Context: an optimization exercise on an open-source flow, tuned for small area and a short achievable clock period. The choices shown serve that exercise and are no tape-out recipe. RTL that was checked went through simulation tests only; none was proved equivalent to the original.

==> quartz <==
==> flow/design.v (excerpt) <==
module mips_instr_sequencer #(
  parameter int                DATA_W       = 32,
  parameter int                DEPTH        = 64,
  parameter int                ADDR_W       = $clog2(DEPTH),
  parameter logic [DATA_W-1:0] NOP_WORD     = '0,
  parameter int                DRAIN_CYCLES = 12
) (
  input  logic              clk,
  input  logic              reset,
  input  logic              load_en,
  input  logic [ADDR_W-1:0] load_addr,
  input  logic [DATA_W-1:0] load_data,
  input  logic [ADDR_W:0]   prog_len,
  input  logic              start,
  input  logic              step_mode,
  input  logic              step,
  input  logic              loop_en,
  input  logic              stall,
  input  logic              abort,
  output logic [DATA_W-1:0] instr,
  output logic              instr_valid,
  output logic [ADDR_W-1:0] pc_idx,
  output logic              busy,
  output logic              done,
  output logic [15:0]       issued_cnt
);
Settings: LEC_CHECK=0, CAP_MARGIN=20, CORE_MARGIN=2, CORE_UTILIZATION=70, CTS_CLUSTER_DIAMETER=100, CTS_CLUSTER_SIZE=25, PLACE_DENSITY=0.8, SETUP_SLACK_MARGIN=1.9, SLEW_MARGIN=20, SYNTH_HIERARCHICAL=1, SYNTH_MINIMUM_KEEP_SIZE=0; clock period 4.5 ns.
standard.sh (not shown) runs the stock make flow with config.mk's settings and CLKGATE_MAP_FILE= SYNTH_SCRIPT=/design/flow/synth_recipe.tcl, a recipe that flattens the netlist after the stock synthesis.
==> flow/flow/run.sh <==
#!/bin/bash
# Standard layout (the standard.sh, all steps) with one change: the port
# buffers that global placement inserts are buf_4 cells instead of the
# resizer's default pick (a clkdlybuf4s50_1 delay cell).
set -euo pipefail
export BUFFER_PORTS_ARGS="-buffer_cell sky130_fd_sc_hd__buf_4"
bash standard.sh finish > standard_make.log 2>&1
==> inputs of nickel, as changes to quartz <==
--- a/flow/design.v
+++ b/flow/design.v
@@ -29,20 +29,19 @@
   logic              run_q, step_q, drain_q, busy_q;
   logic [3:0]        dcnt_q;
   logic [ADDR_W-1:0] idx_q;       
   logic [DEPTH-1:0]  oh_q;        
   logic [ADDR_W-1:0] last_q;      
   logic              loop_q;
-  logic [DATA_W-1:0] instr_q;     
+  logic [DATA_W-1:0] instr_q;
   logic              valid_q;
   logic [ADDR_W-1:0] pc_q;
   logic [15:0]       cnt_q;
   logic              done_q;
-  logic idle_q;                   
   logic idle;
-  assign idle = idle_q;
+  assign idle = !(run_q || step_q || drain_q);
   logic [DATA_W-1:0] mem_q [DEPTH];
   logic [DATA_W-1:0] mem_d [DEPTH];
   logic [DEPTH-1:0]  wr_en, keep;
   logic              load_ok;
   assign load_ok = load_en && idle;
   always_comb begin
@@ -60,13 +59,13 @@
   end
   always_ff @(posedge clk) begin
     for (int w = 0; w < DEPTH; w++) begin
       mem_q[w] <= mem_d[w];
     end
   end
-  logic [2:0] rd_n [DATA_W];
+  logic [1:0] rd_n [DATA_W];
   for (genvar b = 0; b < DATA_W; b++) begin : g_rd
     logic [21:0] l1_n;
     logic [5:0]  l2;
     for (genvar k = 0; k < 20; k++) begin : g_l1
       mips_seq_a222oi u_l1 (
         .a1(oh_q[3*k]),   .a2(mem_q[3*k][b]),
@@ -84,15 +83,14 @@
     for (genvar k = 0; k < 5; k++) begin : g_l2
       mips_seq_nand4 u_l2 (
         .a(l1_n[4*k]), .b(l1_n[4*k+1]), .c(l1_n[4*k+2]), .d(l1_n[4*k+3]), .y(l2[k])
       );
     end
     mips_seq_nand2 u_l2b (.a(l1_n[20]), .b(l1_n[21]), .y(l2[5]));
-    for (genvar k = 0; k < 3; k++) begin : g_l3
-      mips_seq_nor2 u_l3 (.a(l2[2*k]), .b(l2[2*k+1]), .y(rd_n[b][k]));
-    end
+    mips_seq_nor3 u_l3a (.a(l2[0]), .b(l2[1]), .c(l2[2]), .y(rd_n[b][0]));
+    mips_seq_nor3 u_l3b (.a(l2[3]), .b(l2[4]), .c(l2[5]), .y(rd_n[b][1]));
   end
   logic len_nz, len_one;
   logic [ADDR_W-1:0] len_last;
   assign len_nz   = |prog_len;
   assign len_one  = (prog_len == (ADDR_W+1)'(1));
   assign len_last = prog_len[ADDR_W] ? {ADDR_W{1'b1}} : (prog_len[ADDR_W-1:0] - ADDR_W'(1));
@@ -107,25 +105,22 @@
   assign wrap_loop = issue_st ? loop_en : loop_q;
   assign byp      = load_en && (load_addr == '0);
   assign go_drain = (start_ok && !len_nz)
                  || ((run_q || step_q) && abort)
                  || (issue && at_last && !wrap_loop);
   assign to_zero  = (issue && at_last) || (!issue && go_drain);
-  logic s_rd_n, s_ld, s_hold;
-  assign s_rd_n = reset || !issue || (issue_st && byp);
-  assign s_ld   = !reset && issue_st && byp;
-  assign s_hold = !reset && hold;
+  logic s_rd, s_ld, s_hold;
+  assign s_rd   = issue && !(issue_st && byp);
+  assign s_ld   = issue_st && byp;
+  assign s_hold = hold;
   logic [DATA_W-1:0] instr_d;
   for (genvar b = 0; b < DATA_W; b++) begin : g_out
-    logic keep_n, rd_u;
-    mips_seq_a22oi u_k (.a1(s_ld), .a2(load_data[b]), .b1(s_hold), .b2(instr_q[b]), .y(keep_n));
-    mips_seq_a31o u_m (.a1(rd_n[b][0]), .a2(rd_n[b][1]), .a3(rd_n[b][2]), .b1(s_rd_n), .x(rd_u));
-    mips_seq_nand2 u_o (.a(keep_n), .b(rd_u), .y(instr_d[b]));
-  end
-  always_ff @(posedge clk) begin
-    instr_q <= instr_d;
+    mips_seq_omux_n u_o (
+      .s_rd(s_rd), .r0(rd_n[b][0]), .r1(rd_n[b][1]),
+      .s_ld(s_ld), .ld(load_data[b]), .s_hold(s_hold), .q(instr_q[b]), .x(instr_d[b])
+    );
   end
   logic run_n, step_n, drain_n, dend;
   assign dend = drain_q && (dcnt_q == 4'd0);
   always_comb begin
     run_n   = run_q;
     step_n  = step_q;
@@ -145,28 +140,27 @@
   always_ff @(posedge clk) begin
     if (reset) begin
       run_q   <= 1'b0;
       step_q  <= 1'b0;
       drain_q <= 1'b0;
       busy_q  <= 1'b0;
-      idle_q  <= 1'b1;
       dcnt_q  <= '0;
       idx_q   <= '0;
       oh_q    <= DEPTH'(1);
       last_q  <= '0;
       loop_q  <= 1'b0;
+      instr_q <= NOP_WORD;
       valid_q <= 1'b0;
       pc_q    <= '0;
       cnt_q   <= '0;
       done_q  <= 1'b0;
     end else begin
       run_q   <= run_n;
       step_q  <= step_n;
       drain_q <= drain_n;
       busy_q  <= run_n || step_n || drain_n;
-      idle_q  <= !(run_n || step_n || drain_n);
       done_q  <= dend;
       if (go_drain) begin
         dcnt_q <= c_DRAIN;
       end else if (drain_q && !dend) begin
         dcnt_q <= dcnt_q - 4'd1;
       end
@@ -178,12 +172,13 @@
         idx_q <= '0;
         oh_q  <= DEPTH'(1);
       end else if (issue) begin
         idx_q <= idx_q + ADDR_W'(1);
         oh_q  <= {oh_q[DEPTH-2:0], oh_q[DEPTH-1]};
       end
+      instr_q <= instr_d;
       valid_q <= issue || (hold && valid_q);
       if (issue) begin
         pc_q <= idx_q;
       end
       if (start_ok) begin
         cnt_q <= issue ? 16'd1 : 16'd0;
@@ -238,13 +233,19 @@
 module mips_seq_nor2 (
   input  logic a, b,
   output logic y
 );
   assign y = !(a | b);
 endmodule
-module mips_seq_a31o (
-  input  logic a1, a2, a3, b1,
+module mips_seq_omux_n (
+  input  logic s_rd, r0, r1, s_ld, ld, s_hold, q,
   output logic x
 );
-  assign x = (a1 & a2 & a3) | b1;
+  assign x = (s_rd & !(r0 & r1)) | (s_ld & ld) | (s_hold & q);
+endmodule
+module mips_seq_omux_p (
+  input  logic s_rd, r0, r1, s_ld, ld, s_hold, q,
+  output logic x
+);
+  assign x = (s_rd & (r0 | r1)) | (s_ld & ld) | (s_hold & q);
 endmodule
 `default_nettype wire
==> flow/run.sh (new file) <==
#!/bin/bash
# synth_recipe.tcl (not shown) runs the flow's synth.tcl, then flattens the netlist and writes it again
# the make line also repeats each setting of config.mk as NAME=value (left out here)
make -C /OpenROAD-flow-scripts/flow DESIGN_CONFIG=/design/flow/config.mk WORK_HOME=/design/flow/orfs CLKGATE_MAP_FILE= SYNTH_SCRIPT=/design/flow/synth_recipe.tcl finish
removed: flow/flow/run.sh
removed: flow/standard.sh
==> inputs of pepper, as changes to quartz <==
==> flow/design.v (replaced) <==
`default_nettype none
module mips_instr_sequencer #(
  parameter int                DATA_W       = 32,
  parameter int                DEPTH        = 64,
  parameter int                ADDR_W       = $clog2(DEPTH),
  parameter logic [DATA_W-1:0] NOP_WORD     = '0,
  parameter int                DRAIN_CYCLES = 12
) (
  input  logic              clk,
  input  logic              reset,
  input  logic              load_en,
  input  logic [ADDR_W-1:0] load_addr,
  input  logic [DATA_W-1:0] load_data,
  input  logic [ADDR_W:0]   prog_len,
  input  logic              start,
  input  logic              step_mode,
  input  logic              step,
  input  logic              loop_en,
  input  logic              stall,
  input  logic              abort,
  output logic [DATA_W-1:0] instr,
  output logic              instr_valid,
  output logic [ADDR_W-1:0] pc_idx,
  output logic              busy,
  output logic              done,
  output logic [15:0]       issued_cnt
);
  localparam logic [3:0] c_DRAIN = 4'(DRAIN_CYCLES);
  logic [DATA_W-1:0] mem [DEPTH];
  logic              run_q, step_q, drain_q, busy_q;
  logic [3:0]        dcnt_q;
  logic [ADDR_W-1:0] idx_q;       
  logic [ADDR_W-1:0] last_q;      
  logic              loop_q;
  logic [DATA_W-1:0] instr_q;
  logic              valid_q;
  logic [ADDR_W-1:0] pc_q;
  logic [15:0]       cnt_q;
  logic              done_q;
  logic idle;
  assign idle = !(run_q || step_q || drain_q);
  logic load_ok;
  assign load_ok = load_en && idle;
  always_ff @(posedge clk) begin
    if (load_ok) begin
      mem[load_addr] <= load_data;
    end
  end
  logic [DEPTH-1:0]  rsel;
  logic [DATA_W-1:0] rdata;
  always_comb begin
    rsel = '0;
    rsel[idx_q] = 1'b1;
    rdata = '0;
    for (int w = 0; w < DEPTH; w++) begin
      rdata = rdata | ({DATA_W{rsel[w]}} & mem[w]);
    end
  end
  logic len_nz, len_one;
  logic [ADDR_W-1:0] len_last;
  assign len_nz   = |prog_len;
  assign len_one  = (prog_len == (ADDR_W+1)'(1));
  assign len_last = prog_len[ADDR_W] ? {ADDR_W{1'b1}} : (prog_len[ADDR_W-1:0] - ADDR_W'(1));
  logic start_ok, issue_st, issue_rs, issue, hold, at_last, wrap_loop;
  logic go_drain, byp;
  assign start_ok = idle && start;
  assign issue_st = start_ok && len_nz && !step_mode;
  assign issue_rs = ((run_q && !stall) || (step_q && !stall && step)) && !abort;
  assign issue    = issue_st || issue_rs;
  assign hold     = (run_q || step_q) && !abort && stall;
  assign at_last  = issue_st ? len_one : (idx_q == last_q);
  assign wrap_loop = issue_st ? loop_en : loop_q;
  assign byp      = load_en && (load_addr == '0);
  assign go_drain = (start_ok && !len_nz)
                 || ((run_q || step_q) && abort)
                 || (issue && at_last && !wrap_loop);
  logic run_n, step_n, drain_n, dend;
  assign dend = drain_q && (dcnt_q == 4'd0);
  always_comb begin
    run_n   = run_q;
    step_n  = step_q;
    drain_n = drain_q && !dend;
    if (start_ok && len_nz) begin
      run_n  = !step_mode;
      step_n = step_mode;
    end
    if (go_drain) begin
      run_n   = 1'b0;
      step_n  = 1'b0;
      drain_n = 1'b1;
    end
  end
  logic [15:0] cnt_inc;
  assign cnt_inc = (cnt_q == 16'hFFFF) ? cnt_q : cnt_q + 16'd1;
  always_ff @(posedge clk) begin
    if (reset) begin
      run_q   <= 1'b0;
      step_q  <= 1'b0;
      drain_q <= 1'b0;
      busy_q  <= 1'b0;
      dcnt_q  <= '0;
      idx_q   <= '0;
      last_q  <= '0;
      loop_q  <= 1'b0;
      instr_q <= NOP_WORD;
      valid_q <= 1'b0;
      pc_q    <= '0;
      cnt_q   <= '0;
      done_q  <= 1'b0;
    end else begin
      run_q   <= run_n;
      step_q  <= step_n;
      drain_q <= drain_n;
      busy_q  <= run_n || step_n || drain_n;
      done_q  <= dend;
      if (go_drain) begin
        dcnt_q <= c_DRAIN;
      end else if (drain_q && !dend) begin
        dcnt_q <= dcnt_q - 4'd1;
      end
      if (start_ok) begin
        last_q <= len_last;
        loop_q <= loop_en;
      end
      if (issue) begin
        idx_q <= at_last ? '0 : idx_q + ADDR_W'(1);
      end else if (go_drain) begin
        idx_q <= '0;
      end
      if (issue) begin
        instr_q <= (issue_st && byp) ? load_data : rdata;
      end else if (!hold) begin
        instr_q <= NOP_WORD;
      end
      valid_q <= issue || (hold && valid_q);
      if (issue) begin
        pc_q <= idx_q;
      end
      if (start_ok) begin
        cnt_q <= issue ? 16'd1 : 16'd0;
      end else if (issue) begin
        cnt_q <= cnt_inc;
      end
    end
  end
  assign instr       = instr_q;
  assign instr_valid = valid_q;
  assign pc_idx      = pc_q;
  assign busy        = busy_q;
  assign done        = done_q;
  assign issued_cnt  = cnt_q;
endmodule
`default_nettype wire
==> flow/run.sh (new file) <==
#!/bin/bash
# synth_recipe.tcl (not shown) runs the flow's synth.tcl, then flattens the netlist and writes it again
# the make line also repeats each setting of config.mk as NAME=value (left out here)
make -C /OpenROAD-flow-scripts/flow DESIGN_CONFIG=/design/flow/config.mk WORK_HOME=/design/flow/orfs CLKGATE_MAP_FILE= SYNTH_SCRIPT=/design/flow/synth_recipe.tcl finish
ABC_CLOCK_PERIOD_IN_PS = 2000   (was unset)
CORE_UTILIZATION = 55   (was 70)
CTS_CLUSTER_DIAMETER = unset   (was 100)
CTS_CLUSTER_SIZE = unset   (was 25)
PLACE_DENSITY = 0.65   (was 0.8)
SETUP_SLACK_MARGIN = 2.2   (was 1.9)
SYNTH_HIERARCHICAL = unset   (was 1)
SYNTH_MINIMUM_KEEP_SIZE = unset   (was 0)
removed: flow/flow/run.sh
removed: flow/standard.sh
==> inputs of fjord, as changes to quartz <==
--- a/flow/design.v
+++ b/flow/design.v
@@ -42,17 +42,22 @@
   assign idle = idle_q;
   logic [DATA_W-1:0] mem_q [DEPTH];
   logic [DATA_W-1:0] mem_d [DEPTH];
   logic [DEPTH-1:0]  wr_en, keep;
   logic              load_ok;
   assign load_ok = load_en && idle;
+  logic [7:0] wa_hi, wa_lo;
   always_comb begin
-    for (int w = 0; w < DEPTH; w++) begin
-      wr_en[w] =  (load_ok && (load_addr == ADDR_W'(w)));
-      keep[w]  = !(load_ok && (load_addr == ADDR_W'(w)));
-    end
+    for (int j = 0; j < 8; j++) begin
+      wa_hi[j] = load_ok && (load_addr[5:3] == 3'(j));
+      wa_lo[j] = (load_addr[2:0] == 3'(j));
+    end
+  end
+  for (genvar w = 0; w < DEPTH; w++) begin : g_dec
+    mips_seq_and2  u_we (.a(wa_hi[w/8]), .b(wa_lo[w%8]), .x(wr_en[w]));
+    mips_seq_nand2 u_kp (.a(wa_hi[w/8]), .b(wa_lo[w%8]), .y(keep[w]));
   end
   for (genvar w = 0; w < DEPTH; w++) begin : g_w
     for (genvar b = 0; b < DATA_W; b++) begin : g_b
       mips_seq_a22o u_wr (
         .a1(wr_en[w]), .a2(load_data[b]), .b1(keep[w]), .b2(mem_q[w][b]), .x(mem_d[w][b])
       );
@@ -244,7 +249,13 @@
 module mips_seq_a31o (
   input  logic a1, a2, a3, b1,
   output logic x
 );
   assign x = (a1 & a2 & a3) | b1;
 endmodule
+module mips_seq_and2 (
+  input  logic a, b,
+  output logic x
+);
+  assign x = a & b;
+endmodule
 `default_nettype wire
CORE_UTILIZATION = 60   (was 70)
PLACE_DENSITY = 0.7   (was 0.8)
SETUP_SLACK_MARGIN = 2.1   (was 1.9)
==> metrics.yaml <==
logic_synthesis:
  synth_simple_gate_area_share_pct: 4.73
  synth_most_common_cell: "dfxtp_1"
floorplanning:
  die_w_um: 356
cells_and_area:
  bufAreaShareNonClock_pct: 3.24
worst_setup_path:
  crit_end: "instr_q[30]"
  path_buf_inv: 3
global_routing:
  gr-usage-met1_pct: 56.5
hold_path:
  worstHoldEndpoint: "last_q[0]"
  hold_class: "input port to flip-flop"
status:
  outcome: "timing/DRC/antenna clean"
# the run above: fjord

==> metrics.yaml <==
status:
  outcome: "timing/DRC/antenna clean"
logic_synthesis:
  synth_most_common_cell: "dfxtp_1"
  synth_simple_gate_area_share_pct: 4.61
hold_path:
  hold_class: "flip-flop to flip-flop"
  worstHoldEndpoint: "mem_q[58][1]"
floorplanning:
  die_w_um: 332
global_routing:
  gr-usage-met1_pct: 64.8
cells_and_area:
  bufAreaShareNonClock_pct: 4.99
worst_setup_path:
  crit_end: "instr_q[28]"
  path_buf_inv: 2
# the run above: nickel

==> metrics.yaml <==
status:
  outcome: "timing/DRC/antenna clean"
worst_setup_path:
  crit_end: "instr_q[9]"
logic_synthesis:
  synth_simple_gate_area_share_pct: 4.81
cells_and_area:
  bufAreaShareNonClock_pct: 10.1
floorplanning:
  die_w_um: 383
# the run above: pepper

==> metrics.yaml <==
hold_path:
  worstHoldEndpoint: "last_q[0]"
status:
  outcome: "timing/DRC/antenna clean"
logic_synthesis:
  synth_simple_gate_area_share_pct: 3.87
worst_setup_path:
  path_buf_inv: 1
  crit_end: "instr_q[20]"
# the run above: quartz

Only the layout flow was run in pepper and fjord; the RTL was not checked for function there.

-- port drivers added, routing unchanged --
Ports are ideal in the flow. The routed layouts listed here were re-timed in OpenROAD. Step 1 assumes that a clkbuf_16 drives the clock port and a buf_2 every other input. Step 2 moves the port delays by t, midway between the first and last clock arrival at a register: inputs arrive t later, outputs are due t later. That takes back most of the time a late clock gives input paths. Three values: ideal, step 1, step 2; two values: the first two.
run | t (ns) | setup WS [ns] | worst setup path after step 2 | clock arrival spread, ns | worst slew at a driven data input, ns
quartz | 0.815 | 1.812 / 1.812 / 1.033 | input to register | 0.036 / 0.036 | 0.19
nickel | 0.828 | 1.261 / 1.261 / 0.946 | input to register | 0.043 / 0.043 | 0.16
pepper | 0.916 | 0.553 / 0.553 / 0.059 | input to register | 0.059 / 0.059 | 0.18
fjord | 0.812 | 1.758 / 1.758 / 1.280 | input to register | 0.027 / 0.027 | 0.13
After both steps every run listed still meets setup and hold. The setup slack of quartz, which loses most, moves by 0.000 ns with the drivers and by -0.779 ns with both steps.
